This design comes from an exercise in tuning for small area, a short achievable clock period and few clock cycles on the open sky130 flow, not from production work.
The RTL was checked by simulation tests, not by an equivalence proof against the original design.

File: flow/config.mk
export PLATFORM = sky130hd
export DESIGN_NAME = earliest_finish_server_assign_top
export DESIGN_NICKNAME = earliest_finish_server_assign_top
export VERILOG_FILES = /design/flow/design.v
export SDC_FILE = /design/flow/constraint.sdc
export NUM_CORES = 4
export LEC_CHECK = 0
export ABC_AREA = 1
export CAP_MARGIN = 20
export CORE_MARGIN = 2
export CORE_UTILIZATION = 40
export SLEW_MARGIN = 20
File: flow/run.sh
#!/bin/bash
# synth_recipe.tcl (not shown) runs the flow's synth.tcl, then flattens the netlist and writes it again
# the make line also repeats each setting of config.mk as NAME=value (left out here)
make -C /OpenROAD-flow-scripts/flow DESIGN_CONFIG=/design/flow/config.mk WORK_HOME=/design/flow/orfs CLKGATE_MAP_FILE= SYNTH_SCRIPT=/design/flow/synth_recipe.tcl finish
File: flow/constraint.sdc
create_clock -name core_clock -period 9.0 [get_ports {clk}]
set_input_delay 1.8000 -clock core_clock [delete_from_list [all_inputs] [get_ports {clk}]]
set_output_delay 1.8000 -clock core_clock [all_outputs]
set_load 0.01 [all_outputs]
File: flow/design.v
package efsa_pkg;
    localparam int MAX_SERVERS = 16;
    localparam int SRV_W       = (MAX_SERVERS > 1) ? $clog2(MAX_SERVERS) : 1;
    localparam int CNT_W       = $clog2(MAX_SERVERS + 1);
    localparam int MODE_W      = 2;
    localparam int INDEX_W     = 4;
    localparam int AMOUNT_W    = 8;
    localparam int UNIT_W      = 8;
    localparam int PROD_W      = AMOUNT_W + UNIT_W;
    localparam int TIME_W      = 32;
    localparam int CFG_W       = 5;
    localparam int QUEUE_DEPTH = 2;
    localparam int QPTR_W      = $clog2(QUEUE_DEPTH);
    localparam int QCNT_W      = $clog2(QUEUE_DEPTH + 1);
    localparam int REQ_W       = MODE_W + INDEX_W + AMOUNT_W;
    localparam int RES_W       = INDEX_W + TIME_W + TIME_W + 1;
    typedef enum logic [MODE_W-1:0] {
        OP_LOAD  = 2'd0,
        OP_JOB   = 2'd1,
        OP_CLEAR = 2'd2,
        OP_NOP   = 2'd3
    } op_t;
    typedef struct packed {
        op_t                 op;
        logic [INDEX_W-1:0]  server_index;
        logic [AMOUNT_W-1:0] amount;
    } request_t;
    typedef struct packed {
        logic [INDEX_W-1:0] assigned_server;
        logic [TIME_W-1:0]  server_finish;
        logic [TIME_W-1:0]  makespan;
        logic               saturated;
    } result_t;
    function automatic logic [CNT_W-1:0] servers_in_use(input logic [CFG_W-1:0] cfg);
        logic [CNT_W-1:0] n;
        n = '0;
        if (cfg == '0)
        begin
            n = CNT_W'(1);
        end
        else if (32'(cfg) > 32'(MAX_SERVERS))
        begin
            n = CNT_W'(MAX_SERVERS);
        end
        else
        begin
            n = CNT_W'(cfg);
        end
        servers_in_use = n;
    endfunction
endpackage
module earliest_finish_server_assign_top (
    input  logic                           clk,
    input  logic                           rst_n,
    input  logic                           push,
    output logic                           full,
    input  logic [efsa_pkg::MODE_W-1:0]    mode,
    input  logic [efsa_pkg::INDEX_W-1:0]   server_index,
    input  logic [efsa_pkg::AMOUNT_W-1:0]  amount,
    output logic                           empty,
    input  logic                           pop,
    output logic [efsa_pkg::INDEX_W-1:0]   assigned_server,
    output logic [efsa_pkg::TIME_W-1:0]    server_finish,
    output logic [efsa_pkg::TIME_W-1:0]    makespan,
    output logic                           saturated,
    input  logic                           cfg_valid,
    output logic                           cfg_ready,
    input  logic [efsa_pkg::CFG_W-1:0]     num_servers
);
    localparam int NS = efsa_pkg::MAX_SERVERS;
    localparam int TW = efsa_pkg::TIME_W;
    localparam int HW = TW / 2;
    localparam int SW = efsa_pkg::SRV_W;
    localparam int CW = efsa_pkg::CNT_W;
    localparam int UW = efsa_pkg::UNIT_W;
    localparam int AW = efsa_pkg::AMOUNT_W;
    localparam int PW = efsa_pkg::PROD_W;
    localparam int MW = efsa_pkg::MODE_W;
    function automatic logic [1:0] ltne(input logic [39:0] a, input logic [39:0] b,
                                        input int lo, input int w);
        logic [1:0] hi_r, lo_r;
        if (w == 1)
        begin
            ltne = {b[lo], a[lo] ^ b[lo]};
        end
        else
        begin
            hi_r = ltne(a, b, lo + w / 2, w - w / 2);
            lo_r = ltne(a, b, lo, w / 2);
            ltne = {hi_r[0] ? hi_r[1] : lo_r[1], hi_r[0] | lo_r[0]};
        end
    endfunction
    function automatic logic lt_w(input logic [39:0] a, input logic [39:0] b, input int w);
        logic [1:0] r;
        r = ltne(a, b, 0, w);
        lt_w = r[1] & r[0];
    endfunction
    function automatic logic [2*PW-1:0] csa(input logic [PW-1:0] x, input logic [PW-1:0] y,
                                            input logic [PW-1:0] z);
        csa = {((x & y) | (x & z) | (y & z)) << 1, x ^ y ^ z};
    endfunction
    function automatic logic [PW-1:0] add_ks(input logic [PW-1:0] a, input logic [PW-1:0] b);
        logic [PW-1:0] g, t, g0, t0, x;
        g = a & b;
        t = a ^ b;
        x = t;
        for (int lv = 0; (1 << lv) < PW; lv++)
        begin
            g0 = g;
            t0 = t;
            for (int i = 0; i < PW; i++)
            begin
                if (i >= (1 << lv))
                begin
                    g[i] = g0[i] | (t0[i] & g0[i - (1 << lv)]);
                    t[i] = t0[i] & t0[i - (1 << lv)];
                end
            end
        end
        add_ks = x ^ {g[PW-2:0], 1'b0};
    endfunction
    function automatic logic [PW-1:0] mul8r4(input logic [AW-1:0] a, input logic [AW+1:0] a3,
                                             input logic [UW-1:0] b);
        logic [PW-1:0]   r [4];
        logic [2*PW-1:0] t0, t1;
        for (int k = 0; k < 4; k++)
        begin
            case (b[2*k +: 2])
                2'd0: r[k] = '0;
                2'd1: r[k] = PW'(a) << (2 * k);
                2'd2: r[k] = PW'(a) << (2 * k + 1);
                default: r[k] = PW'(a3) << (2 * k);
            endcase
        end
        t0 = csa(r[0], r[1], r[2]);
        t1 = csa(t0[PW-1:0], t0[2*PW-1:PW], r[3]);
        mul8r4 = add_ks(t1[PW-1:0], t1[2*PW-1:PW]);
    endfunction
    function automatic logic [AW+1:0] times3(input logic [AW-1:0] a);
        times3 = (AW + 2)'(a) + ((AW + 2)'(a) << 1);
    endfunction
    function automatic logic [PW-1:0] mul8(input logic [AW-1:0] a, input logic [UW-1:0] b);
        logic [PW-1:0]   r0, r1, r2, r3, r4, r5, r6, r7;
        logic [2*PW-1:0] t0, t1, t2, t3, t4, t5;
        r0 = b[0] ? (PW'(a) << 0) : '0;
        r1 = b[1] ? (PW'(a) << 1) : '0;
        r2 = b[2] ? (PW'(a) << 2) : '0;
        r3 = b[3] ? (PW'(a) << 3) : '0;
        r4 = b[4] ? (PW'(a) << 4) : '0;
        r5 = b[5] ? (PW'(a) << 5) : '0;
        r6 = b[6] ? (PW'(a) << 6) : '0;
        r7 = b[7] ? (PW'(a) << 7) : '0;
        t0 = csa(r0, r1, r2);
        t1 = csa(r3, r4, r5);
        t2 = csa(t0[PW-1:0], t0[2*PW-1:PW], t1[PW-1:0]);
        t3 = csa(t1[2*PW-1:PW], r6, r7);
        t4 = csa(t2[PW-1:0], t2[2*PW-1:PW], t3[PW-1:0]);
        t5 = csa(t4[PW-1:0], t4[2*PW-1:PW], t3[2*PW-1:PW]);
        mul8 = add_ks(t5[PW-1:0], t5[2*PW-1:PW]);
    endfunction
    logic [efsa_pkg::CFG_W-1:0] cfg_reg;
    logic [TW-1:0]              longest_reg;
    logic [SW-1:0]              l_idx   [NS];   
    logic [TW-1:0]              l_fin0;         
    logic [TW-1:0]              l_fin   [1:NS-1];  
    logic                       l_done  [NS];   
    logic                       l_inact [NS];   
    logic                       l_pl    [NS];   
    logic [UW-1:0]              unit_reg [NS];
    logic [UW-1:0]              head_unit;      
    logic [UW-1:0]              e1_unit;        
    logic [PW-1:0]              prod_reg;       
    logic [AW-1:0]              pamt_reg;       
    logic [AW+1:0]              pamt3_reg;      
    logic [HW:0]                hi1_reg;        
    logic [2:0]                 fw_reg;         
    logic                       f0_valid, f1_valid;
    logic [MW-1:0]              f0_mode, f1_mode;
    logic [SW-1:0]              f0_idx, f1_idx;
    logic [AW-1:0]              f0_amt, f1_amt;
    logic                       res_valid;
    logic [SW-1:0]              res_srv;
    logic [TW-1:0]              res_fin;
    logic                       res_sat;
    logic [CW-1:0] n_eff;
    logic          resorting;
    logic          res_ok;
    logic          exec;
    logic          mv1;
    logic          acc;
    logic          is_load, is_job, is_clear;
    logic          do_job, do_load, do_clear, do_step, do_ins;
    assign n_eff     = efsa_pkg::servers_in_use(cfg_reg);
    assign resorting = !l_done[0];
    assign res_ok    = !res_valid || pop;
    assign is_load   = (f0_mode == efsa_pkg::OP_LOAD);
    assign is_job    = (f0_mode == efsa_pkg::OP_JOB);
    assign is_clear  = (f0_mode == efsa_pkg::OP_CLEAR);
    assign exec      = f0_valid && res_ok && !(is_job && resorting);
    assign do_job    = exec && is_job;
    assign do_load   = exec && is_load;
    assign do_clear  = exec && is_clear;
    assign do_step   = resorting && !do_clear && !cfg_valid;
    assign do_ins    = (do_job && !cfg_valid) || do_step;
    assign mv1       = f1_valid && (!f0_valid || exec);
    assign full      = f1_valid && !mv1;
    assign acc       = push && !full;
    assign cfg_ready = 1'b1;
    assign empty     = !res_valid;
    logic [SW-1:0] c;
    logic [TW-1:0] h;
    logic [PW-1:0] p;
    logic [HW:0]   s_lo;
    logic          cy;
    logic [HW:0]   h_hi1;
    logic [HW-1:0] s_hi;
    logic          sat;
    logic [TW-1:0] fin_new;
    logic          k_inact, k_pl;
    assign c       = l_idx[0];
    assign h       = l_fin0;
    assign p       = prod_reg;
    assign s_lo    = {1'b0, h[HW-1:0]} + (HW + 1)'(p);
    assign cy      = s_lo[HW];
    assign h_hi1   = hi1_reg;
    assign s_hi    = cy ? h_hi1[HW-1:0] : h[TW-1:HW];
    assign sat     = cy && h_hi1[HW];
    assign fin_new = sat ? '1 : {s_hi, s_lo[HW-1:0]};
    assign k_inact = resorting ? (CW'(c) >= n_eff) : 1'b0;
    assign k_pl    = resorting ? l_pl[0] : 1'b1;
    logic [NS-2:0] ahead;
    always_comb
    begin
        for (int j = 0; j < NS - 1; j++)
        begin
            logic       idx_lt, fin_lt, lt0, eq0, eq1, lt_lo;
            logic       same_in, same_pl, force1, use_fin;
            logic [1:0] r_hi;
            idx_lt = (l_idx[j+1] < c);
            r_hi   = ltne(40'(l_fin[j+1][TW-1:HW]), 40'(h[TW-1:HW]), 0, HW);
            lt0    = r_hi[1] && r_hi[0];
            eq0    = !r_hi[0];
            eq1    = (l_fin[j+1][TW-1:HW] == h_hi1[HW-1:0]);
            lt_lo  = lt_w(40'({l_fin[j+1][HW-1:0], l_idx[j+1]}), 40'({s_lo[HW-1:0], c}), HW + SW);
            fin_lt = sat ? (!(&l_fin[j+1]) || idx_lt)
                         : cy ? (eq0 || (eq1 && lt_lo)) : (lt0 || (eq0 && lt_lo));
            same_in  = (l_inact[j+1] == k_inact);
            same_pl  = (l_pl[j+1] == k_pl);
            force1   = !l_done[j+1]
                    || (!same_in && !l_inact[j+1])
                    || (same_in && !same_pl && !l_pl[j+1])
                    || (same_in && same_pl && !k_pl && idx_lt);
            use_fin  = l_done[j+1] && same_in && same_pl && k_pl;
            ahead[j] = force1 || (use_fin && fin_lt);
        end
    end
    logic [NS-1:0] take_next, take_key, l_we;
    always_comb
    begin
        for (int j = 0; j < NS; j++)
        begin
            take_next[j] = (j < NS - 1) ? ahead[j] : 1'b0;
            l_we[j]      = (j == 0) ? 1'b1 : ahead[j-1];
            take_key[j]  = l_we[j] && !take_next[j];
        end
    end
    logic [TW-1:0] room;
    logic          grow;
    assign room = longest_reg - h;
    assign grow = (room[TW-1:HW] == '0) && lt_w(40'(room[HW-1:0]), 40'(p), HW);
    logic [AW-1:0] amt_next;
    logic [UW-1:0] u_a, u_b, u_e2;
    logic          ld_f, cl_f;
    logic          sel_a;
    logic          hold_p;
    logic [PW-1:0] prod_a, prod_b;
    assign amt_next = pamt_reg;
    assign hold_p   = f0_valid && is_job && !resorting && !exec;
    assign ld_f     = f0_valid && is_load;
    assign cl_f     = f0_valid && is_clear;
    assign u_a      = fw_reg[1] ? f0_amt : e1_unit;
    assign u_b      = cl_f ? unit_reg[0] : fw_reg[0] ? f0_amt : head_unit;
    assign u_e2     = fw_reg[2] ? f0_amt : unit_reg[l_idx[2]];
    assign sel_a    = do_ins && ahead[0];
    logic done_next0;
    assign done_next0 = do_clear || (!cfg_valid && (do_ins ? (!take_next[0] || l_done[1])
                                                           : l_done[0]));
    assign prod_a   = mul8r4(amt_next, pamt3_reg, u_a);
    assign prod_b   = mul8r4(amt_next, pamt3_reg, u_b);
    logic          nf0_new, nf0_ld;
    logic [SW-1:0] nf0_idx;
    logic [2:0]    fw_next;
    assign nf0_new = exec || !f0_valid;
    assign nf0_ld  = nf0_new ? (f1_valid && f1_mode == efsa_pkg::OP_LOAD) : ld_f;
    assign nf0_idx = nf0_new ? f1_idx : f0_idx;
    always_comb
    begin
        for (int k = 0; k < 3; k++)
        begin
            logic eq_here, eq_next, eq_key, eq_clr;
            eq_here = (nf0_idx == l_idx[k]);
            eq_next = (nf0_idx == l_idx[k+1]);
            eq_key  = (nf0_idx == c);
            eq_clr  = (nf0_idx == SW'(k));
            if (do_clear)
                fw_next[k] = nf0_ld && eq_clr;
            else if (do_ins && take_next[k])
                fw_next[k] = nf0_ld && eq_next;
            else if (do_ins && take_key[k])
                fw_next[k] = nf0_ld && eq_key;
            else
                fw_next[k] = nf0_ld && eq_here;
        end
    end
    logic          nf0_job;
    logic [AW-1:0] pamt_next;
    assign nf0_job   = nf0_new ? (f1_valid && f1_mode == efsa_pkg::OP_JOB) : (f0_valid && is_job);
    assign pamt_next = (nf0_job && !done_next0) ? (nf0_new ? f1_amt : f0_amt)
                                                : (acc ? amount : f1_amt);
    logic [AW+1:0] pamt3_next;
    assign pamt3_next = (nf0_job && !done_next0) ? (nf0_new ? times3(f1_amt) : times3(f0_amt))
                                                 : (acc ? times3(amount) : times3(f1_amt));
    logic [HW:0] hi1_next, hi1_shift;
    logic [HW-1:0] hi_shift;
    assign hi_shift  = l_pl[1] ? l_fin[1][TW-1:HW] : '0;
    assign hi1_shift = {1'b0, hi_shift} + (HW + 1)'(1);
    assign hi1_next  = take_next[0] ? hi1_shift
                     : sat ? {1'b1, {HW{1'b0}}}
                     : cy  ? ({1'b0, hi1_reg[HW-1:0]} + (HW + 1)'(1)) : hi1_reg;
    always_ff @(posedge clk or negedge rst_n)
    begin
        if (!rst_n)
        begin
            cfg_reg     <= efsa_pkg::CFG_W'(NS);
            longest_reg <= '0;
            f0_valid    <= 1'b0;
            f1_valid    <= 1'b0;
            res_valid   <= 1'b0;
            fw_reg      <= '0;
            l_fin0      <= '0;
            hi1_reg     <= (HW + 1)'(1);
            for (int j = 0; j < NS; j++)
            begin
                l_idx[j]   <= SW'(j);
                l_done[j]  <= 1'b1;
                l_inact[j] <= 1'b0;
                l_pl[j]    <= 1'b0;
            end
        end
        else
        begin
            if (cfg_valid)
                cfg_reg <= num_servers;
            fw_reg <= fw_next;
            if (exec || !f0_valid)
                f0_valid <= f1_valid;
            f1_valid <= acc || (f1_valid && !mv1);
            if (exec)
                res_valid <= 1'b1;
            else if (pop)
                res_valid <= 1'b0;
            if (do_clear)
                longest_reg <= '0;
            else if (do_job && grow)
                longest_reg <= fin_new;
            if (do_clear)
            begin
                l_fin0  <= '0;
                hi1_reg <= (HW + 1)'(1);
                for (int j = 0; j < NS; j++)
                begin
                    l_idx[j]   <= SW'(j);
                    l_done[j]  <= 1'b1;
                    l_inact[j] <= (CW'(j) >= n_eff);
                    l_pl[j]    <= 1'b0;
                end
            end
            else if (cfg_valid)
            begin
                for (int j = 0; j < NS; j++)
                    l_done[j] <= 1'b0;
            end
            else if (do_ins)
            begin
                if (take_next[0])
                    l_fin0 <= l_pl[1] ? l_fin[1] : '0;
                else
                    l_fin0 <= fin_new;
                hi1_reg <= hi1_next;
                for (int j = 0; j < NS; j++)
                begin
                    if (take_next[j])
                    begin
                        l_idx[j]   <= l_idx[j+1];
                        l_done[j]  <= l_done[j+1];
                        l_inact[j] <= l_inact[j+1];
                        l_pl[j]    <= l_pl[j+1];
                    end
                    else if (l_we[j])
                    begin
                        l_idx[j]   <= c;
                        l_done[j]  <= 1'b1;
                        l_inact[j] <= k_inact;
                        l_pl[j]    <= k_pl;
                    end
                end
            end
        end
    end
    always_ff @(posedge clk)
    begin
        if (do_ins)
        begin
            for (int j = 1; j < NS; j++)
            begin
                if (take_next[j])
                    l_fin[j] <= l_fin[j+1];
                else if (l_we[j])
                    l_fin[j] <= fin_new;
            end
        end
        if (exec || !f0_valid)
        begin
            f0_mode <= f1_mode;
            f0_idx  <= f1_idx;
            f0_amt  <= f1_amt;
        end
        if (acc)
        begin
            f1_mode <= mode;
            f1_idx  <= server_index;
            f1_amt  <= amount;
        end
        if (exec)
        begin
            res_srv <= do_job ? c : '0;
            res_fin <= do_job ? fin_new : '0;
            res_sat <= do_job && sat;
        end
        if (do_load)
            unit_reg[f0_idx] <= f0_amt;
        head_unit <= sel_a ? u_a : u_b;
        if (cl_f)
            e1_unit <= unit_reg[1];
        else if (do_ins)
            e1_unit <= ahead[1] ? u_e2 : ahead[0] ? u_b : u_a;
        else
            e1_unit <= u_a;
        pamt_reg  <= pamt_next;
        pamt3_reg <= pamt3_next;
        if (!done_next0)
            prod_reg <= '0;
        else if (!hold_p)
            prod_reg <= sel_a ? prod_a : prod_b;
    end
    assign assigned_server = res_srv;
    assign server_finish   = res_fin;
    assign makespan        = longest_reg;
    assign saturated       = res_sat;
endmodule
==> results of run 1 <==
logic make-up (layout without fill, tap and decap cells):
logic type      count (synthesis)  in the layout  share of synthesized area, %
simple gates                 4077           4077                          26.9
compound gates               1663           1663                          14.7
buf+inv                      1346           1361                          8.54
flops                         925            925                          40.1
xor+xnor                      362            362                          4.98
fa+ha+maj                     227            227                          4.73
mux                             3              3                        0.0480
other cells                     1              4                       0.00575
worst min-delay path by stage:
stage                 start      endpoint  cells past startpoint
2_1_floorplan    f1_mode[1]    f0_mode[1]                      0
3_3_place_gp    l_idx[9][0]   l_idx[9][0]                      2
3_5_place_dp    l_idx[9][0]   l_idx[9][0]                      2
4_1_cts         l_idx[9][0]   l_idx[9][0]                      2
5_1_grt        l_idx[14][2]  l_idx[14][2]                      2
6_report        l_idx[9][0]   l_idx[9][0]                      2
layer usage:
metal / vias to the layer above / part of all wire (%) / GRT usage [%]
li1: 28900 / - / -
met1: 30100 / 40 / 39.2
met2: 2949 / 46 / 49.2
met3: 727 / 8.3 / 4.94
met4: 6 / 5.3 / 14.0
met5: - / 0.012 / 0
cells in the mapped netlist, types with 18 or more instances:
cell,instances,area [um^2]
inv_1,882,3310
inv_2,26,97.6
xnor2_1,258,2260
nand2_2,52,325
dfstp_2,50,1310
nand4_1,215,1350
o21ai_1,311,1560
fa_1,33,661
buf_1,27,101
o21bai_1,32,240
a21oi_1,260,1300
o211ai_1,68,510
a211oi_1,18,135
nand3_1,487,2440
dfrtp_1,153,3830
a221oi_1,27,236
or2_2,53,332
nand3b_1,28,210
buf_6,19,214
clkinv_1,18,67.6
nand2_1,2143,8040
nor2_1,816,3060
edfxtp_1,653,19600
nor3_1,148,741
a31oi_1,30,188
ha_1,193,2410
buf_4,50,375
o221ai_1,71,622
dfxtp_1,69,1380
nor4_1,53,332
buf_2,138,691
clkbuf_1,184,691
o21ai_0,644,3220
o22ai_1,77,482
xor2_1,97,850
stage by stage:
step | util (%) | std cells | area, um^2
6_report | 44.3 | 10800 | 71900
3_5_place_dp | 41.9 | 10600 | 68100
4_1_cts | 44.2 | 10800 | 71800
5_1_grt | 44.2 | 10800 | 71900
2_1_floorplan | - | 8604 | 65200
3_3_place_gp | 41.9 | 10600 | 68000
final cells by class:
class,count,area [um^2]
Fill cell,16400,90500
Multi-Input combinational cell,6333,33700
Sequential cell,925,26100
Inverter,927,3480
Clock buffer,134,2810
Tap cell,2175,2720
Timing Repair Buffer,234,2090
Clock inverter,66,880
Antenna cell,3,7.51
worst register-to-register path, cell delays in order, from the launching register on:
cell,delay [ps]
dfrtp_1,400
ha_1,410
nand2_2,130
inv_1,40
nand2_1,90
nand2_1,70
nand2_2,110
nand3_4,100
nand2_2,90
nand2_1,60
nand2_2,80
nand2_1,60
a21o_2,400
inv_4,390
nor2_4,70
inv_2,680
nor2_1,120
nand2_2,130
nand3_4,230
nand2_4,540
nand2_4,480
nand2_2,930
==> run summary, run 1 <==
ys async rst share=21.9%; fmax=between 0.15 and 0.2 GHz; number of global-route vias before repair=58,000; reg2reg setup slack=2940 ps; FP Rows=between 100 and 150; CTS Root Cell=clkbuf_16; first-pass GRT wire length=380 mm; CTS buffer count=107; register area share after synthesis=40.1%; final hold vios=0; Clock Tree Buf Depth=3; IO buf count=94; R2R depth=21; initial drt markers=approximately 7,000; Unique masters post-synth=slightly above 80; # H-tree levels=3; Synth Net Count=8,854; crit path max fanout=26; critical path startpoint=pop; Crit-path slowest cell=clkdlybuf4s50_1; fraction of layout cells with a size suffix above 1=under 10%; worst r2r dst=l_fin[1][12]; Stages on worst setup path=10; largest net degree at the start of global routing=133; max_cap viols=0; CP bufs+invs=6; measured slew at the worst slew-check pin=between 1000 and 1500 ps; worst setup margin=approximately 2800 ps; clock skew=95.2 ps; worst hold path type=flip-flop to flip-flop; Tcrit/Tclk final=~69%; status=timing/DRC/antenna clean; CP delay by family, top=buffers and inverters; drt first pass iters=8; Slew HR=13.7%; max reg flops=480; Residual DRC=0; Vias=around 63,000; dpl ws=2700 ps; Vert. Die Dim=408 um; Post-DP HPWL=186 mm; Setup crit start kind=primary input; commonest non-fill, non-tap cell in the layout=nand2_1; post-DR vias/cell=5.81; Post-Syn Area=around 65,000 um^2; Nets=8,778; fin. max-slew vios=0; WL/cell=approximately 24 um; initial antenna violation count=7; CP peak stage delay=between 500 and 600 ps; r2r startpoint=l_fin0[5]; most used cell, CP=nor2_1; kind of end point of the critical path=output port; Clock Sinks=925; hold slack=~470 ps; Worst-Skew Late Latency=800 ps; Core Area=around 160,000 um^2; initial core utilization=40.2%; Setup crit end=full; Critical Path AT=about 4400 ps; Synthesis Warnings=8; most frequent cells in the layout=nand2_1, inv_1, nor2_1; Final GP Congestion=0.991; I/O Pins=96; Seq cells post-synth=925; cells after synthesis=8,604; Total Wirelength=260 mm; ys flop type=edfxtp_1; worst path cell trace=clkdlybuf4s50_1, nor2_1, inv_1, nand3_1, inv_2, nor2_1, buf_4, inv_2, nor2_1, clkdlybuf4s50_1; total congestion overflow=0; Avg Cell Area, Syn=7.58 um^2; CTS tree=done; GRT Total Usage=30.2%; RSZ-0062 raised after global routing=no; Die X=408 um; kind of critical path=primary input to output port; setup bufs post-CTS=0; Routed Antenna Nets=0; minimum clock period=6200 ps; number of hold buffers added after cts=0; post-CTS sizing=0; Setup TNS=0 ps; Final setup viols=0; synthesis-to-layout area growth=10.2%; Post-synth EDFFs=roughly 650; die area=roughly 170,000 um^2; Worst Path Required=roughly 7200 ps; CTS clk-pin slew, worst paths=60 ps
Testbench counts, summed over its fixed seeds: cycles 6,064.
==> inputs of run 2 (changes only) <==
--- a/flow/design.v
+++ b/flow/design.v
@@ -203,7 +203,7 @@
     assign do_step   = resorting && !do_clear && !cfg_valid;
     assign do_ins    = (do_job && !cfg_valid) || do_step;
     assign mv1       = f1_valid && (!f0_valid || exec);
-    assign full      = f1_valid && !mv1;
+    assign full      = f1_valid && f0_valid && ((res_valid && !pop) || (is_job && resorting));
     assign acc       = push && !full;
     assign cfg_ready = 1'b1;
     assign empty     = !res_valid;
@@ -242,7 +242,7 @@
             eq0    = !r_hi[0];
             eq1    = (l_fin[j+1][TW-1:HW] == h_hi1[HW-1:0]);
             lt_lo  = lt_w(40'({l_fin[j+1][HW-1:0], l_idx[j+1]}), 40'({s_lo[HW-1:0], c}), HW + SW);
-            fin_lt = sat ? (!(&l_fin[j+1]) || idx_lt)
+            fin_lt = sat ? (!(eq0 && (&l_fin[j+1][HW-1:0])) || idx_lt)
                          : cy ? (eq0 || (eq1 && lt_lo)) : (lt0 || (eq0 && lt_lo));
             same_in  = (l_inact[j+1] == k_inact);
             same_pl  = (l_pl[j+1] == k_pl);
--- a/flow/config.mk
+++ b/flow/config.mk
@@ -9,4 +9,5 @@
 export CAP_MARGIN = 20
 export CORE_MARGIN = 2
 export CORE_UTILIZATION = 40
+export SETUP_SLACK_MARGIN = 3.5
 export SLEW_MARGIN = 20
==> run 2 against run 1 <==
Compared with the run above:
- still clean
- sequential share of layout area up 0.69 points
- critical path depth up 7
- synthesized cell count down 2.8%
- utilization up 0.29 points
- cell count down 3.0%
- critical endpoint is now l_fin[10][5]
- highest routed layer unchanged
==> run summary, run 2 <==
die area=163,000 um^2 (-2.2%); largest net degree at the start of global routing=136 (+2.3%); Worst-Skew Late Latency=780 ps (-20 ps); Seq cells post-synth=925 (unchanged); Total Wirelength=246 mm (-5.4%); Avg Cell Area, Syn=7.63 um^2 (+0.64%); Final setup viols=0 (unchanged); max_cap viols=0 (unchanged); Clock Tree Buf Depth=3 (unchanged); Post-synth EDFFs=653 (unchanged); I/O Pins=96 (unchanged); CTS buffer count=111 (+3.7%); Residual DRC=0 (unchanged); max reg flops=480 (unchanged); Final GP Congestion=0.971 (-2.0%); kind of end point of the critical path=flip-flop; antenna fix cells=0 (-3); clock skew=69.7 ps (-25.5 ps); r2r startpoint=l_fin0[22]; final core occ=44.5% (+0.29 points); WL/cell=23.5 um (-2.4%); final hold vios=0 (unchanged); synthesis-to-layout area growth=10.6%; ys flop type=edfxtp_1; number of global-route vias before repair=56,700 (-2.3%); fraction of layout cells with a size suffix above 1=7.33% (+0.38 points); Nets=8,558 (-2.5%); Tcrit/Tclk final=59.8% (-9.1 points); worst setup margin=3620 ps (+817 ps); fmax=0.186 GHz (+15%); Crit-path slowest cell=dfrtp_1; Synth area leader=edfxtp_1; status=timing/DRC/antenna clean; commonest non-fill, non-tap cell in the layout=nand2_1; Hold Path Origin=l_inact[12]; worst hold path type=flip-flop to flip-flop; Post-synth top cells=nand2_1, o21ai_0, inv_1; number of hold buffers added after cts=0 (unchanged); CP peak stage delay=890 ps (+300 ps); Post-DP HPWL=179 mm (-4.1%); Unique masters post-synth=78 (-6.0%); Post-Syn Area=63,800 um^2 (-2.2%); Critical Path AT=5760 ps (+1360 ps); Area contributors post-synth=edfxtp_1, nand2_1, o21ai_0, dfrtp_1, inv_1; CTS Root Cell=clkbuf_16; critical path startpoint=l_fin0[22]; FP Rows=146 (-1.4%); initial drt markers=6,746 (-6.3%); initial core utilization=40.3% (+0.11 points); Routed Antenna Nets=0 (unchanged); dpl ws=2180 ps (-519 ps); Clock Sinks=925 (unchanged); Worst Path Required=9380 ps (+2180 ps); drt first pass iters=8 (unchanged); Setup crit start kind=flip-flop; most used cell, CP=nand2_1; post-DR vias/cell=5.78 (-0.55%); Vert. Die Dim=403 um (-1.1%); cells after synthesis=8,360 (-2.8%); register area share after synthesis=41.0% (+0.91 points); worst path cell trace=inv_2, buf_4, nand2_1, nand2_1, nor3_1, nand3_1, nor3_1, nand2_1, nand2_1, nand2_1, nand2_1, nand2_1, nand2_2, buf_4, o21ai_1, inv_1, buf_6; total congestion overflow=0 (unchanged); initial antenna violation count=1 (-6); Die X=403 um (-1.1%); first-pass GRT wire length=363 mm (-4.5%); IO buf count=94 (unchanged); Slew HR=8.21% (-5.5 points); crit path max fanout=72 (+180%); CTS clk-pin slew, worst paths=60 ps (about the same); Synthesis Warnings=8 (unchanged); minimum clock period=5380 ps (-817 ps); Core Area=158,000 um^2 (-2.5%); RSZ-0062 raised after global routing=yes; Vias=60,500 (-3.5%); kind of critical path=flip-flop to flip-flop; # H-tree levels=3 (unchanged); hold slack=477 ps (+6.22 ps); most frequent cells in the layout=nand2_1, o21ai_0, inv_1; measured slew at the worst slew-check pin=1360 ps (+80.7 ps); CTS tree=done; GRT Total Usage=29.4% (-0.78 points); ys async rst share=21.9% (unchanged); Synth Net Count=8,610 (-2.8%); most common cell in the synthesized netlist=nand2_1; fin. max-slew vios=0 (unchanged); post-synth top area share=30.7% (+0.68 points); Setup TNS=0 ps (unchanged)
==> run 2: cell count changes after synthesis, moves of 17 or more <==
cell and delta:
nand3_1 -101, nand2_1 +142, o21ai_0 +258, nor2_1 -126
nand4_1 -53, xnor2_1 -24, inv_1 -75, o22ai_1 +42
a22oi_1 +20, xor2_1 +26, o21ai_1 -215, clkbuf_1 +17
nor3_1 -75
==> run 2: critical path: cells and delay by family (launching register included) <==
kind                   cells  cell delay (ps)
AOI/OAI and AO/OA          1              220
buffers and inverters      5             1370
DFF                        1              890
and+or+nand+nor           11             2420
==> run 2: final cells by class <==
type | count | area [um^2]
timing repair buffer | 248 | 2190
fill | 15700 | 87800
clock buffer | 161 | 3120
tap | 2072 | 2590
multi-input combinational | 6176 | 32700
timing repair inverter | 4 | 27.5
clock inverter | 45 | 542
sequential | 925 | 26100
inverter | 842 | 3190
==> run 2: worst paths after layout <==
path	to	slack [ps]	depth (start not counted)
setup / recovery	l_fin[10][5]	3620	17
hold / removal	l_inact[12]	480	2
setup reg to reg	l_fin[10][5]	3620	17
hold reg to reg	l_inact[12]	480	2
max in group asynchronous	l_idx[11][2]	6520	2
min in group asynchronous	longest_reg[30]	1010	1
==> run 2: per-layer routing <==
metal	global-route usage [%]	routed length [um]
met3	4.71	19500
met1	37.3	98400
met5	0	13
met4	14.6	14200
met2	48.6	114000
==> run 2: stage by stage <==
step | area [um^2] | std cells
finish | 70500 | 10500
global route | 70500 | 10500
CTS | 70400 | 10500
detailed placement | 66500 | 10300
global placement | 66500 | 10300
floorplan | 63800 | 8360
==> run 2: repair_timing <==
item | in CTS | in global routing
cloned | 4 | 1
pin swaps | 1 | 0
resized for setup | 32 | 40
setup buffers | 7 | 4
endpoints found under the setup margin | 342 | 457
==> run 2: cells by family (layout without fill, tap and decap cells) <==
| group | Yosys count | in the layout | synth area share [%] |
|---|---|---|---|
| adders and majority gates | 226 | 226 | 4.82 |
| muxes | 4 | 4 | 0.0628 |
| xor gates and xnor gates | 358 | 358 | 4.93 |
| AOI/OAI and AO/OA | 1734 | 1734 | 15.5 |
| DFF | 925 | 925 | 41.0 |
| buffers and inverters | 1259 | 1300 | 8.14 |
| and+or+nand+nor | 3853 | 3853 | 25.5 |
| other | 1 | 1 | 0.00588 |
Testbench counts of run 2, summed over its fixed seeds: cycles 6,064.
==> inputs of run 3 (changes only) <==
--- a/flow/config.mk
+++ b/flow/config.mk
@@ -8,6 +8,6 @@
 export ABC_AREA = 1
 export CAP_MARGIN = 20
 export CORE_MARGIN = 2
-export CORE_UTILIZATION = 40
+export CORE_UTILIZATION = 55
 export SETUP_SLACK_MARGIN = 3.5
 export SLEW_MARGIN = 20
==> run 3 against run 2 <==
Compared with the run above:
- still clean
- die area fell by 27%
- critical path depth fell by 8
- clock-buffer cell count fell by 14
- synthesized area did not move
- final area fell by 1.3%
- critical endpoint is now full
==> run summary, run 3 <==
Total Wirelength=240 mm (-2.6%); CTS buffer count=107 (-3.6%); worst hold path type=flip-flop to flip-flop; Final GP Congestion=0.998 (+2.8%); max reg flops=480 (unchanged); antenna fix cells=0 (unchanged); FP Rows=124 (-15%); Critical Path AT=3660 ps (-2100 ps); initial antenna violation count=3 (+2); max_cap viols=0 (unchanged); Post-Syn Area=63,800 um^2 (unchanged); Setup crit start kind=primary input; fraction of layout cells with a size suffix above 1=7.32% (-0.012 points); Tcrit/Tclk final=60.7% (+0.93 points); Worst Path Required=7200 ps (-2180 ps); Synth Net Count=8,610 (unchanged); I/O Pins=96 (unchanged); CTS clk-pin slew, worst paths=60 ps (about the same); Synthesis Warnings=8 (unchanged); GRT Total Usage=39.7% (+10 points); fmax=0.183 GHz (-1.5%); status=timing/DRC/antenna clean; register area share after synthesis=41.0% (unchanged); most common cell in the synthesized netlist=nand2_1; number of hold buffers added after cts=0 (unchanged); Fillers=10,500 (-34%); kind of end point of the critical path=output port; Core Area=115,000 um^2 (-28%); cells after synthesis=8,360 (unchanged); ys flop type=edfxtp_1; Vias=61,100 (+1.1%); number of global-route vias before repair=56,500 (-0.37%); final hold vios=0 (unchanged); Synth area leader=edfxtp_1; Residual DRC=0 (unchanged); fin. max-slew vios=0 (unchanged); largest net degree at the start of global routing=124 (-8.8%); WL/cell=24.2 um (+3.1%); Clock Tree Buf Depth=3 (unchanged); first-pass GRT wire length=355 mm (-2.2%); Unique masters post-synth=78 (unchanged); synthesis-to-layout area growth=9.17%; total congestion overflow=0 (unchanged); ys async rst share=21.9% (unchanged); # H-tree levels=3 (unchanged); Routed Antenna Nets=0 (unchanged); Nets=8,551 (-0.082%); kind of critical path=primary input to output port; post-synth top area share=30.7% (unchanged); Clock Sinks=925 (unchanged); Die X=345 um (-15%); drt first pass iters=6 (-2); initial core utilization=55.6% (+15 points); commonest non-fill, non-tap cell in the layout=nand2_1; crit path max fanout=13 (-82%); post-DR vias/cell=6.18 (+6.9%); Vert. Die Dim=345 um (-15%); Avg Cell Area, Syn=7.63 um^2 (unchanged); Slew HR=22.7% (+14 points); Seq cells post-synth=925 (unchanged); minimum clock period=5460 ps (+83.6 ps); Post-DP HPWL=176 mm (-1.3%); Worst-Skew Late Latency=760 ps (-20 ps); initial drt markers=7,767 (+15%); measured slew at the worst slew-check pin=1160 ps (-200 ps); Setup TNS=0 ps (unchanged); Post-synth EDFFs=653 (unchanged); Area contributors post-synth=edfxtp_1, nand2_1, o21ai_0, dfrtp_1, inv_1; most frequent cells in the layout=nand2_1, o21ai_0, inv_1; Post-synth top cells=nand2_1, o21ai_0, inv_1; Final setup viols=0 (unchanged); clock skew=62.5 ps (-7.20 ps); die area=119,000 um^2 (-27%); hold slack=476 ps (-0.837 ps); RSZ-0062 raised after global routing=yes; final core occ=60.7% (+16 points); CTS Root Cell=clkbuf_16; CTS tree=done; IO buf count=94 (unchanged)
## run 3: final timing paths
| path | startpoint | endpoint | slack [ps] | depth (start not counted) |
|---|---|---|---|---|
| hold reg to reg | l_idx[14][1] | l_idx[14][1] | 480 | 2 |
| setup / recovery | pop | full | 3540 | 9 |
| max in group asynchronous | rst_n | l_idx[9][1] | 6560 | 2 |
| setup reg to reg | f0_mode[0] | prod_reg[14] | 3670 | 28 |
| min in group asynchronous | rst_n | longest_reg[27] | 1030 | 1 |
| hold / removal | l_idx[14][1] | l_idx[14][1] | 480 | 2 |
## run 3: what timing repair did
item                                    CTS  global route
pin swaps                                 2             2
cloned                                    3             1
setup buffers                             3             7
gates resized for setup                  31            46
hold endpoints to repair                  0             0
endpoints found under the setup margin  541           579
## run 3: stage by stage
step	worst slack [ps]	std cells	area [um^2]
after floorplan	3690	8360	63800
after global placement	1990	9690	65700
after CTS	3330	9892	69400
final	3540	9900	69600
after global routing	3220	9900	69600
after detailed placement	1820	9690	65700
## run 3: metal layers
layer | track usage, % | part of all wire [%] | up-vias
met2 | 61.2 | 44 | 3504
li1 | - | - | 28000
met3 | 7.68 | 11 | 702
met4 | 18.2 | 5.2 | 2
met1 | 54.0 | 40 | 28900
met5 | 0 | 0.0038 | -
## run 3: kinds of logic after synthesis
| kind of cell | synth area share (%) |
|---|---|
| other cells | 0.00588 |
| compound gates | 15.5 |
| simple gates | 25.5 |
| fa+ha+maj | 4.82 |
| flops | 41.0 |
| xor+xnor | 4.93 |
| buf+inv | 8.14 |
| mux | 0.0628 |
## run 3: final cells by class
| cell class | count | area [um^2] | share of cell area (%) |
|---|---|---|---|
| Multi-Input combinational cell | 6177 | 32700 | 47.0 |
| Sequential cell | 925 | 26100 | 37.6 |
| Inverter | 842 | 3190 | 4.58 |
| Clock buffer | 147 | 2990 | 4.29 |
| Timing Repair Buffer | 246 | 2170 | 3.12 |
| Tap cell | 1512 | 1890 | 2.72 |
| Clock inverter | 49 | 527 | 0.757 |
| Timing Repair inverter | 2 | 12.5 | 0.0180 |
## run 3: critical path: stages
cell	delay (ps)
clkdlybuf4s50_1	390
or2_2	340
nand2_2	150
inv_1	70
nor2_2	190
buf_6	200
inv_1	70
nor2_1	150
dlygate4sd2_1	300
==> inputs of run 4 (changes only) <==
--- a/flow/config.mk
+++ b/flow/config.mk
@@ -9,5 +9,5 @@
 export CAP_MARGIN = 20
 export CORE_MARGIN = 2
 export CORE_UTILIZATION = 55
-export SETUP_SLACK_MARGIN = 3.5
+export SETUP_SLACK_MARGIN = 4.0
 export SLEW_MARGIN = 20
==> run 4 against run 3 <==
Compared with the run above:
- still clean
- non-clock buffer count rose by 65
- sequential cell count unchanged
- register-to-register slack improved by 380 ps
- clock skew grew 2.4 ps
- die area did not move
- first-iteration DRC count fell by 2.4%
- final area is 2.1% higher
- highest routed layer unchanged
- sequential share of layout area shrank 0.76 points
==> run summary, run 4 <==
number of global-route vias before repair=55,800 (-1.3%); Tcrit/Tclk final=55.0% (-5.8 points); clock skew=64.9 ps (+2.35 ps); max_cap viols=0 (unchanged); Critical Path AT=5310 ps (+1650 ps); synthesis-to-layout area growth=11.5%; GRT Total Usage=39.1% (-0.54 points); Unique masters post-synth=78 (unchanged); kind of critical path=flip-flop to flip-flop; minimum clock period=4950 ps (-518 ps); Crit-path slowest cell=dfrtp_1; Fillers=10,300 (-1.9%); most used cell, CP=nand2_1; Post-Syn Area=63,800 um^2 (unchanged); # H-tree levels=3 (unchanged); Vert. Die Dim=345 um (unchanged); Residual DRC=0 (unchanged); Area contributors post-synth=edfxtp_1, nand2_1, o21ai_0, dfrtp_1, inv_1; I/O Pins=96 (unchanged); Setup TNS=0 ps (unchanged); initial drt markers=7,580 (-2.4%); drt first pass iters=10 (+4); initial antenna violation count=3 (unchanged); fin. max-slew vios=0 (unchanged); Post-DP HPWL=173 mm (-1.8%); initial core utilization=55.6% (unchanged); Clock Sinks=925 (unchanged); first-pass GRT wire length=351 mm (-1.2%); Synth area leader=edfxtp_1; Clock Tree Buf Depth=3 (unchanged); Post-synth top cells=nand2_1, o21ai_0, inv_1; Final setup viols=0 (unchanged); Final GP Congestion=0.996 (-0.21%); status=timing/DRC/antenna clean; number of hold buffers added after cts=0 (unchanged); Finished Layout Cells=9,974 (+0.75%); Synth Net Count=8,610 (unchanged); commonest non-fill, non-tap cell in the layout=nand2_1; CP peak stage delay=610 ps (+220 ps); CTS Root Cell=clkbuf_16; worst path cell trace=clkinvlp_4, buf_4, nand2_1, nand4_1, nor2_1, inv_1, nor3_2, nor2_1, a21oi_1, nand2_1, nand2_1, nand3_4, nand2_8, nand2_2, clkinv_1, buf_6; Die X=345 um (unchanged); Worst-Skew Late Latency=750 ps (about the same); Total Wirelength=241 mm (+0.79%); final core occ=62.0% (+1.3 points); Seq cells post-synth=925 (unchanged); WL/cell=24.2 um (about the same); CTS buffer count=105 (-1.9%); register area share after synthesis=41.0% (unchanged); Synthesis Warnings=8 (unchanged); measured slew at the worst slew-check pin=1140 ps (-16.0 ps); Avg Cell Area, Syn=7.63 um^2 (unchanged); post-DR vias/cell=6.22 (+0.68%); most common cell in the synthesized netlist=nand2_1; reg2reg setup slack=4050 ps (+380 ps); CTS tree=done; die area=119,000 um^2 (unchanged); Placed Cells=9,692 (+0.021%); largest net degree at the start of global routing=129 (+4.0%); worst hold path type=flip-flop to flip-flop; max reg flops=480 (unchanged); worst setup margin=4050 ps (+518 ps); Worst Path Required=9370 ps (+2170 ps); final hold vios=0 (unchanged); cells after synthesis=8,360 (unchanged); Setup crit start kind=flip-flop; Core Area=115,000 um^2 (unchanged); ys flop type=edfxtp_1; total congestion overflow=0 (unchanged); Slew HR=23.8% (+1.1 points); Post-synth EDFFs=653 (unchanged); ys async rst share=21.9% (unchanged); fraction of layout cells with a size suffix above 1=9.12% (+1.8 points); RSZ-0062 raised after global routing=yes; hold slack=474 ps (-2.21 ps); post-synth top area share=30.7% (unchanged); crit path max fanout=35 (+22); kind of end point of the critical path=flip-flop; Routed Antenna Nets=0 (unchanged); IO buf count=94 (unchanged); Vias=62,000 (+1.4%); Nets=8,620 (+0.81%); CTS clk-pin slew, worst paths=60 ps (about the same); FP Rows=124 (unchanged); most frequent cells in the layout=nand2_1, o21ai_0, inv_1; dpl ws=1890 ps (+69.1 ps); fmax=0.202 GHz (+10%)
[run 4: cell count changes in the layout (fill, tap and decap cells not counted), sizes merged, moves of 5 or more]
| cell | previous run | this run |
|---|---|---|
| buf | 153 | 211 |
| clkinvlp | 8 | 24 |
| clkbuf | 147 | 136 |
| clkinv | 45 | 55 |
| inv | 833 | 824 |
| bufinv | 7 | 12 |
[run 4: timing repair]
action,in CTS,in global routing
cloned,7,9
endpoints found under the setup margin,993,807
resized for setup,114,165
buffers inserted,26,41
pin swaps,12,48
[run 4: critical path: cells and delay by family, from the launching register on]
family | cells | cell delay (ps)
AND/OR/NAND/NOR | 10 | 2210
buffers and inverters | 5 | 1420
AO/OA/AOI/OAI | 1 | 240
flip-flops | 1 | 610
[run 4: layout make-up]
type	count	area (um^2)	area share, %
Multi-Input combinational cell	6182	33200	46.8
Sequential cell	925	26200	36.8
Inverter	842	3240	4.56
Timing Repair Buffer	311	2950	4.14
Clock buffer	128	2770	3.89
Tap cell	1512	1890	2.66
Clock inverter	70	841	1.18
Timing Repair inverter	3	18.8	0.0264
Antenna cell	1	2.50	0.00352
[run 4: final timing paths]
| path | from | to | cells after the start |
|---|---|---|---|
| max | l_fin0[25] | l_fin[15][30] | 16 |
| min | f0_amt[4] | unit_reg[1][4] | 0 |
| max reg2reg | l_fin0[25] | l_fin[15][30] | 16 |
| min reg2reg | f0_amt[4] | unit_reg[1][4] | 0 |
| max in group asynchronous | rst_n | l_idx[9][2] | 2 |
| min in group asynchronous | rst_n | longest_reg[27] | 1 |
[run 4: metrics by stage]
step	cell area, um^2
detailed placement	65700
finish	71100
floorplan	63800
CTS	70000
global route	71100
global placement	65700
[run 4: per-layer routing]
metal | vias up | track usage [%] | wire (um)
met2 | 3534 | 60.9 | 106000
met1 | 29600 | 53.7 | 97700
met5 | - | 0 | 41
li1 | 28200 | - | -
met3 | 643 | 7.35 | 26700
met4 | 6 | 16.1 | 11100
[run 4: cell families after synthesis]
family | count (synthesis) | share of synthesized area [%]
and+or+nand+nor | 3853 | 25.5
AOI/OAI and AO/OA | 1734 | 15.5
buffers and inverters | 1259 | 8.14
DFF | 925 | 41.0
xor gates and xnor gates | 358 | 4.93
adders and majority gates | 226 | 4.82
muxes | 4 | 0.0628
other | 1 | 0.00588
==> inputs of run 5 (changes only) <==
--- a/flow/config.mk
+++ b/flow/config.mk
@@ -9,5 +9,5 @@
 export CAP_MARGIN = 20
 export CORE_MARGIN = 2
 export CORE_UTILIZATION = 55
-export SETUP_SLACK_MARGIN = 4.0
+export SETUP_SLACK_MARGIN = 4.5
 export SLEW_MARGIN = 20
==> run 5 against run 4 <==
Compared with the run above:
- still clean on timing, DRC and antenna
- sequential cell count did not move
- worst hold slack gained 10 ps
- routed wire length increased by 7.9%
- sequential share of layout area shrank 0.85 points
- clock skew is 28 ps lower
- synthesized cell count is the same
- cell count grew 0.90%
- clock-buffer cell count shrank 1
==> run summary, run 5 <==
Die X=345 um (unchanged); GRT Total Usage=41.0% (+1.9 points); post-DR vias/cell=6.31 (+1.5%); routed wl met2=111 mm (+4.4%); measured slew at the worst slew-check pin=1180 ps (+38.2 ps); Core Area=115,000 um^2 (unchanged); Finished Layout Cells=10,100 (+0.90%); die area=119,000 um^2 (unchanged); Placed Cells=9,687 (-0.052%); kind of critical path=flip-flop to flip-flop; # H-tree levels=3 (unchanged); RSZ-0062 raised after global routing=yes; met1 WL=101 mm (+3.5%); Tcrit/Tclk final=55.2% (+0.26 points); WL/cell=25.9 um (+6.9%); CTS clk-pin slew, worst paths=70 ps (about the same); Setup crit start kind=flip-flop; Final setup viols=0 (unchanged); minimum clock period=4970 ps (+23.0 ps); clock skew=37.2 ps (-27.7 ps); Vias=63,500 (+2.4%); Fillers=10,100 (-1.2%); final hold vios=0 (unchanged); Slew HR=20.6% (-3.2 points); Nets=8,712 (+1.1%); max reg flops=480 (unchanged); status=timing/DRC/antenna clean; most common cell in the synthesized netlist=nand2_1; Unique masters post-synth=78 (unchanged); CP peak stage delay=550 ps (-60 ps); Final GP Congestion=0.985 (-1.1%); max_cap viols=0 (unchanged); I/O Pins=96 (unchanged); Synth area leader=edfxtp_1; largest net degree at the start of global routing=122 (-5.4%); fraction of layout cells with a size suffix above 1=10.7% (+1.6 points); synthesis-to-layout area growth=14.2%; register area share after synthesis=41.0% (unchanged); first-pass GRT wire length=364 mm (+3.9%); Routed Antenna Nets=0 (unchanged); ys async rst share=21.9% (unchanged); worst r2r dst=prod_reg[8]; Clock Sinks=925 (unchanged); post-synth top area share=30.7% (unchanged); Synthesis Warnings=8 (unchanged); Worst Path Required=9590 ps (+220 ps); Hold Path Origin=l_inact[12]; Post-synth top cells=nand2_1, o21ai_0, inv_1; drt first pass iters=9 (-1); fmax=0.201 GHz (-0.46%); CTS tree=done; kind of end point of the critical path=flip-flop; crit path max fanout=12 (-66%); total congestion overflow=0 (unchanged); number of global-route vias before repair=57,000 (+2.3%); Avg Cell Area, Syn=7.63 um^2 (unchanged); Area contributors post-synth=edfxtp_1, nand2_1, o21ai_0, dfrtp_1, inv_1; CTS Root Cell=clkbuf_16; Post-Syn Area=63,800 um^2 (unchanged); WL met3=35.1 mm (+32%); area of the multi-input gates=34,100 um^2 (+2.5%); IO buf count=94 (unchanged); Residual DRC=0 (unchanged); Post-synth EDFFs=653 (unchanged); CP delay by family, top=buffers and inverters; FP Rows=124 (unchanged); Setup TNS=0 ps (unchanged); Top Layer Used=met5; Synth Net Count=8,610 (unchanged); Seq cells post-synth=925 (unchanged); Crit-path slowest cell=fa_1; initial drt markers=8,769 (+16%); commonest non-fill, non-tap cell in the layout=nand2_1; reg2reg setup slack=4030 ps (-20 ps); most frequent cells in the layout=nand2_1, o21ai_0, inv_1; r2r startpoint=f0_valid; Hold Path Stages=2 (+2); Reg area=26,200 um^2 (about the same); most used cell, CP=buf_4; Critical Path AT=5560 ps (+250 ps); Total Wirelength=260 mm (+7.9%); CP bufs+invs=16 (+11); Clock Tree Buf Depth=3 (unchanged); CTS buffer count=104 (-0.95%); Worst-Skew Late Latency=730 ps (-20 ps); worst setup margin=4030 ps (-23.0 ps); Hold EP=l_inact[12]; Post-DP HPWL=177 mm (+2.4%); R2R depth=28 (+12); fin. max-slew vios=0 (unchanged); Vert. Die Dim=345 um (unchanged); cells after synthesis=8,360 (unchanged); worst hold path type=flip-flop to flip-flop; initial core utilization=55.6% (unchanged); ys flop type=edfxtp_1; initial antenna violation count=4 (+1); dpl ws=2580 ps (+693 ps)
[run 5: metrics by stage]
stage	hold WS [ps]	utilization (%)	cell area, um^2
6_report	484	63.5	72800
5_1_grt	496	63.5	72800
4_1_cts	482	62.0	71100
3_5_place_dp	465	57.4	65800
3_3_place_gp	463	57.4	65800
2_1_floorplan	439	-	63900
[run 5: how the worst max path moves through the flow]
stage	cells past startpoint	end	start	slack (ps)
after floorplan	30	prod_reg[14]	f0_valid	4490
after global placement	19	pamt3_reg[3]	pop	2710
after detailed placement	19	pamt3_reg[3]	pop	2580
after CTS	29	prod_reg[14]	f0_mode[0]	4120
after global routing	31	prod_reg[14]	f0_valid	3830
final	28	prod_reg[8]	f0_valid	4030
[run 5: kinds of logic (layout without fill, tap and decap cells)]
kind of cell    count (synthesis)  count (layout)  share of synthesized area [%]
compound gates               1734            1734                           15.5
mux                             4               4                         0.0628
buf+inv                      1259            1420                           8.14
flops                         925             925                           41.0
simple gates                 3853            3881                           25.5
xor+xnor                      358             358                           4.93
fa+ha+maj                     226             226                           4.82
other cells                     1               4                        0.00588
[run 5: worst register-to-register path: cells and delay by family, from the launching register on]
kind,cells,cell delay (ps)
compound gates,5,620
fa+ha+maj,3,1370
simple gates,4,500
flops,1,370
buf+inv,16,1990
[run 5: repair_timing]
action | CTS | global route
setup endpoints to repair | 1169 | 1053
hold buffers | 0 | 0
pin swaps | 34 | 37
resized for setup | 225 | 172
buffers inserted | 84 | 43
cloned | 18 | 36
[run 5: final cells by class]
| class | instances | share of cell area [%] |
|---|---|---|
| clock inverters | 66 | 0.923 |
| inverters | 842 | 4.48 |
| diodes | 3 | 0.0103 |
| well taps | 1512 | 2.60 |
| clock buffers | 127 | 3.79 |
| multi-input cells | 6204 | 46.8 |
| repair buffers | 379 | 5.38 |
| repair inverters | 6 | 0.0653 |
| flip-flops and latches | 925 | 35.9 |
[run 5: layer usage]
layer	global-route usage, %	up-vias
met3	10.2	778
met2	62.4	4184
li1	-	28500
met5	0	-
met1	54.8	30100
met4	19.9	6
==> inputs of run 6 (changes only) <==
--- a/flow/design.v
+++ b/flow/design.v
@@ -174,10 +174,10 @@
     logic [AW+1:0]              pamt3_reg;      
     logic [HW:0]                hi1_reg;        
     logic [2:0]                 fw_reg;         
-    logic                       f0_valid, f1_valid;
-    logic [MW-1:0]              f0_mode, f1_mode;
-    logic [SW-1:0]              f0_idx, f1_idx;
-    logic [AW-1:0]              f0_amt, f1_amt;
+    logic                       f0_valid, f1_valid, f2_valid;
+    logic [MW-1:0]              f0_mode, f1_mode, f2_mode;
+    logic [SW-1:0]              f0_idx, f1_idx, f2_idx;
+    logic [AW-1:0]              f0_amt, f1_amt, f2_amt;
     logic                       res_valid;
     logic [SW-1:0]              res_srv;
     logic [TW-1:0]              res_fin;
@@ -187,6 +187,8 @@
     logic          res_ok;
     logic          exec;
     logic          mv1;
+    logic          f1_free;
+    logic [AW-1:0] f1_amt_next;
     logic          acc;
     logic          is_load, is_job, is_clear;
     logic          do_job, do_load, do_clear, do_step, do_ins;
@@ -203,8 +205,10 @@
     assign do_step   = resorting && !do_clear && !cfg_valid;
     assign do_ins    = (do_job && !cfg_valid) || do_step;
     assign mv1       = f1_valid && (!f0_valid || exec);
-    assign full      = f1_valid && f0_valid && ((res_valid && !pop) || (is_job && resorting));
-    assign acc       = push && !full;
+    assign f1_free   = !f1_valid || mv1;
+    assign full      = f2_valid;
+    assign acc       = push && !f2_valid;
+    assign f1_amt_next = f1_free ? (f2_valid ? f2_amt : amount) : f1_amt;
     assign cfg_ready = 1'b1;
     assign empty     = !res_valid;
     logic [SW-1:0] c;
@@ -316,10 +320,10 @@
     logic [AW-1:0] pamt_next;
     assign nf0_job   = nf0_new ? (f1_valid && f1_mode == efsa_pkg::OP_JOB) : (f0_valid && is_job);
     assign pamt_next = (nf0_job && !done_next0) ? (nf0_new ? f1_amt : f0_amt)
-                                                : (acc ? amount : f1_amt);
+                                                : f1_amt_next;
     logic [AW+1:0] pamt3_next;
     assign pamt3_next = (nf0_job && !done_next0) ? (nf0_new ? times3(f1_amt) : times3(f0_amt))
-                                                 : (acc ? times3(amount) : times3(f1_amt));
+                                                 : times3(f1_amt_next);
     logic [HW:0] hi1_next, hi1_shift;
     logic [HW-1:0] hi_shift;
     assign hi_shift  = l_pl[1] ? l_fin[1][TW-1:HW] : '0;
@@ -335,6 +339,7 @@
             longest_reg <= '0;
             f0_valid    <= 1'b0;
             f1_valid    <= 1'b0;
+            f2_valid    <= 1'b0;
             res_valid   <= 1'b0;
             fw_reg      <= '0;
             l_fin0      <= '0;
@@ -354,7 +359,15 @@
             fw_reg <= fw_next;
             if (exec || !f0_valid)
                 f0_valid <= f1_valid;
-            f1_valid <= acc || (f1_valid && !mv1);
+            if (f1_free)
+            begin
+                f1_valid <= f2_valid || acc;
+                f2_valid <= 1'b0;
+            end
+            else if (acc)
+            begin
+                f2_valid <= 1'b1;
+            end
             if (exec)
                 res_valid <= 1'b1;
             else if (pop)
@@ -425,12 +438,24 @@
             f0_idx  <= f1_idx;
             f0_amt  <= f1_amt;
         end
-        if (acc)
+        if (f1_free && f2_valid)
+        begin
+            f1_mode <= f2_mode;
+            f1_idx  <= f2_idx;
+            f1_amt  <= f2_amt;
+        end
+        else if (f1_free && acc)
         begin
             f1_mode <= mode;
             f1_idx  <= server_index;
             f1_amt  <= amount;
         end
+        if (!f2_valid)
+        begin
+            f2_mode <= mode;
+            f2_idx  <= server_index;
+            f2_amt  <= amount;
+        end
         if (exec)
         begin
             res_srv <= do_job ? c : '0;
==> run 6 against run 5 <==
Compared with the run above:
- first-iteration DRC count is 6.2% higher
- non-clock buffer count is 30 lower
- worst hold slack worse by 16 ps
- critical endpoint is now prod_reg[15]
- largest cell class unchanged
==> run summary, run 6 <==
status=timing/DRC/antenna clean; Avg Cell Area, Syn=7.71 um^2 (+1.1%); R2R depth=25 (-11%); die area=120,000 um^2 (+0.86%); largest net degree at the start of global routing=122 (unchanged); Die X=346 um (+0.43%); worst setup margin=4290 ps (+257 ps); total congestion overflow=0 (unchanged); Synth area leader=edfxtp_1; kind of end point of the critical path=flip-flop; global-route met3 utilization=8.70% (-1.5 points); fmax=0.212 GHz (+5.4%); Vert. Die Dim=346 um (+0.43%); Synthesis Warnings=8 (unchanged); M1 GR Usage=53.2% (-1.7 points); dpl ws=2650 ps (+64.2 ps); Total Wirelength=264 mm (+1.2%); final hold vios=0 (unchanged); Post-synth top cells=nand2_1, inv_1, o21ai_0; met2 Use GR=62.9% (+0.59 points); measured slew at the worst slew-check pin=1160 ps (-16.4 ps); GRT Total Usage=40.7% (-0.30 points); post-DR vias/cell=6.35 (+0.64%); commonest non-fill, non-tap cell in the layout=nand2_1; FP Rows=125 (+0.81%); Tcrit/Tclk final=52.4% (-2.9 points); Synth Net Count=8,590 (-0.23%); fin. max-slew vios=0 (unchanged); clock skew=18.7 ps (-18.5 ps); most common cell in the synthesized netlist=nand2_1; CP delay by family, top=adder cells; minimum clock period=4710 ps (-257 ps); initial drt markers=9,317 (+6.2%); drt first pass iters=8 (-1); Residual DRC=0 (unchanged); Clock Sinks=940 (+1.6%); Post-DP Area=66,400 um^2 (+0.82%); register area share after synthesis=41.3% (+0.34 points); synthesis-to-layout area growth=14.9%; Final GP Congestion=0.976 (-0.96%); CTS clk-pin slew, worst paths=60 ps (about the same); CTS buffer count=109 (+4.8%); fraction of layout cells with a size suffix above 1=10.7% (-0.031 points); Worst-Skew Late Latency=740 ps (about the same); number of hold buffers added after cts=0 (unchanged); CP peak stage delay=590 ps (+40 ps); Hold Path Stages=2 (unchanged); Worst Path Required=9670 ps (+80 ps); most frequent cells in the layout=nand2_1, inv_1, o21ai_0; ys async rst share=21.7% (-0.24 points); Final setup viols=0 (unchanged); Post-Syn Area=64,300 um^2 (+0.87%); Setup TNS=0 ps (unchanged); IO buf count=94 (unchanged); post-route cell area=73,900 um^2 (+1.6%); Seq cells post-synth=940 (+1.6%); ys flop type=edfxtp_1; initial core utilization=55.4% (-0.19 points); worst hold path type=flip-flop to flip-flop; first-pass GRT wire length=368 mm (+1.1%); Unique masters post-synth=80 (+2.6%); max reg flops=480 (unchanged); initial antenna violation count=9 (+5); Clock Tree Buf Depth=3 (unchanged); I/O Pins=96 (unchanged); RSZ-0062 raised after global routing=yes; CP bufs+invs=4 (-12); Setup crit start kind=flip-flop; CTS tree=done; CTS Root Cell=clkbuf_16; Post-DP HPWL=173 mm (-2.2%); # H-tree levels=3 (unchanged); gr busiest metal=met2; Core Area=116,000 um^2 (+1.2%); Routed Antenna Nets=0 (unchanged); max_cap viols=0 (unchanged); Post-synth EDFFs=667 (+2.1%); post-synth top area share=31.1% (+0.39 points); kind of critical path=flip-flop to flip-flop; Nets=8,690 (-0.25%); Critical Path AT=5380 ps (-180 ps); number of global-route vias before repair=58,000 (+1.7%); Stages on worst setup path=25 (-11%); Vias=63,900 (+0.63%); cells after synthesis=8,340 (-0.24%); Slew HR=22.4% (+1.8 points); crit path max fanout=7 (-5); Area contributors post-synth=edfxtp_1, nand2_1, dfrtp_1, o21ai_0, inv_1; Crit-path slowest cell=fa_1; WL/cell=26.2 um (+1.2%); reg2reg setup slack=4290 ps (+260 ps)
run 6: cell types whose count changed in the layout (fill, tap and decap cells not counted), sizes merged, moves of 15 or more:
cell | before | now
clkbuf | 143 | 159
nor2 | 706 | 721
o22ai | 130 | 147
buf | 269 | 239
nand2 | 2364 | 2280
xnor2 | 234 | 215
a221oi | 11 | 28
nand3 | 401 | 386
clkinvlp | 33 | 15
xor2 | 124 | 108
inv | 819 | 863
run 6: final cells by class:
| cell class | count | area [um^2] |
|---|---|---|
| timing repair buffer | 349 | 3780 |
| clock buffer | 142 | 2970 |
| tap | 1524 | 1910 |
| inverter | 885 | 3440 |
| sequential | 940 | 26600 |
| clock inverter | 65 | 598 |
| timing repair inverter | 1 | 8.76 |
| multi-input combinational | 6154 | 34600 |
| antenna | 3 | 7.51 |
| fill | 10200 | 42100 |
run 6: kinds of logic (layout without fill, tap and decap cells):
family	after synthesis	count (layout)	share of synthesized area (%)
AND/OR/NAND/NOR	3759	3808	24.9
AO/OA/AOI/OAI	1789	1789	16.0
buffers and inverters	1295	1442	8.48
flip-flops	940	940	41.3
XOR/XNOR	323	323	4.40
adder cells (fa/ha/maj)	226	226	4.78
multiplexers	7	7	0.121
other	1	4	0.00583
run 6: stage by stage:
stage	hold slack [ps]	utilization, %	cells
after floorplan	426	-	8340
after global placement	458	57.2	9669
after detailed placement	457	57.2	9670
after CTS	472	61.6	9938
after global routing	491	63.7	10100
final	468	63.7	10100
run 6: path summary, 6_finish.rpt:
check | from | to
worst max-delay path | f0_mode[0] | prod_reg[15]
worst min-delay path | l_idx[9][0] | l_idx[9][0]
worst max register to register | f0_mode[0] | prod_reg[15]
worst min register to register | l_idx[9][0] | l_idx[9][0]
max in group asynchronous | rst_n | l_idx[10][0]
min in group asynchronous | rst_n | res_valid
run 6: layer usage:
layer | wire length (um) | up-vias
met5 | 54 | -
li1 | - | 28500
met1 | 98900 | 30100
met4 | 18200 | 8
met3 | 34200 | 980
met2 | 112000 | 4269
run 6: what timing repair did:
| action | in CTS | in global routing |
|---|---|---|
| setup buffers | 40 | 77 |
| gates resized for setup | 215 | 184 |
| gates cloned | 21 | 45 |
| endpoints found under the setup margin | 1185 | 1115 |
| pin swaps | 38 | 62 |
run 6: worst reg2reg max path, cell delays in order, from the launching register on:
cell and delay (ps):
edfxtp_1 450, nor2_4 270, nand2_4 170, o21ai_4 360, nor2_4 110, inv_4 130, o221ai_4 120, fa_1 590
inv_1 60, fa_1 480, ha_4 280, a21oi_1 150, and2_1 170, inv_1 70, a21oi_2 140, nor2_1 70
o21ai_0 150, nand2_1 110, a21oi_1 140, nor2_1 50, nor2_1 110, xor2_1 160, nand2_1 80, o21ai_2 90
o21ai_1 80, inv_1 70
Testbench counts of run 6, summed over its fixed seeds: cycles 6,064.

static timing again, ports no longer ideal:
The results above use ideal ports. As a check the final layouts listed here were re-extracted and re-timed, cells and wires unchanged. Step 1, drivers: a clkbuf_16 drives clk and a buf_2 each remaining input, both assumed. Step 2 moves the port delays by t, midway between the first and last clock arrival at a register: inputs arrive t later, outputs are due t later. That takes back most of the time a late clock gives input paths. a / b / c = ideal ports / drivers / drivers and shift; a / b = the first two.
run | t (ns) | slack for setup (ns) | slew at the worst register clock pin (ns) | worst data-port slew with drivers (ns)
run 1 | 0.834 | 2.802 / 2.779 / 2.585 | 0.07 / 0.07 | 0.07
run 2 | 0.827 | 3.620 / 3.599 / 3.139 | 0.07 / 0.07 | 0.07
run 3 | 0.809 | 3.536 / 3.508 / 3.089 | 0.07 / 0.07 | 0.07
run 4 | 0.789 | 4.054 / 4.051 / 3.494 | 0.07 / 0.07 | 0.07
run 5 | 0.788 | 4.031 / 4.031 / 3.911 | 0.07 / 0.07 | 0.07
run 6 | 0.815 | 4.288 / 4.288 / 3.977 | 0.07 / 0.07 | 0.06
After both steps setup and hold are still met in every run listed. The setup slack of run 4, which loses most, moves by -0.003 ns with the drivers and by -0.560 ns with both steps.
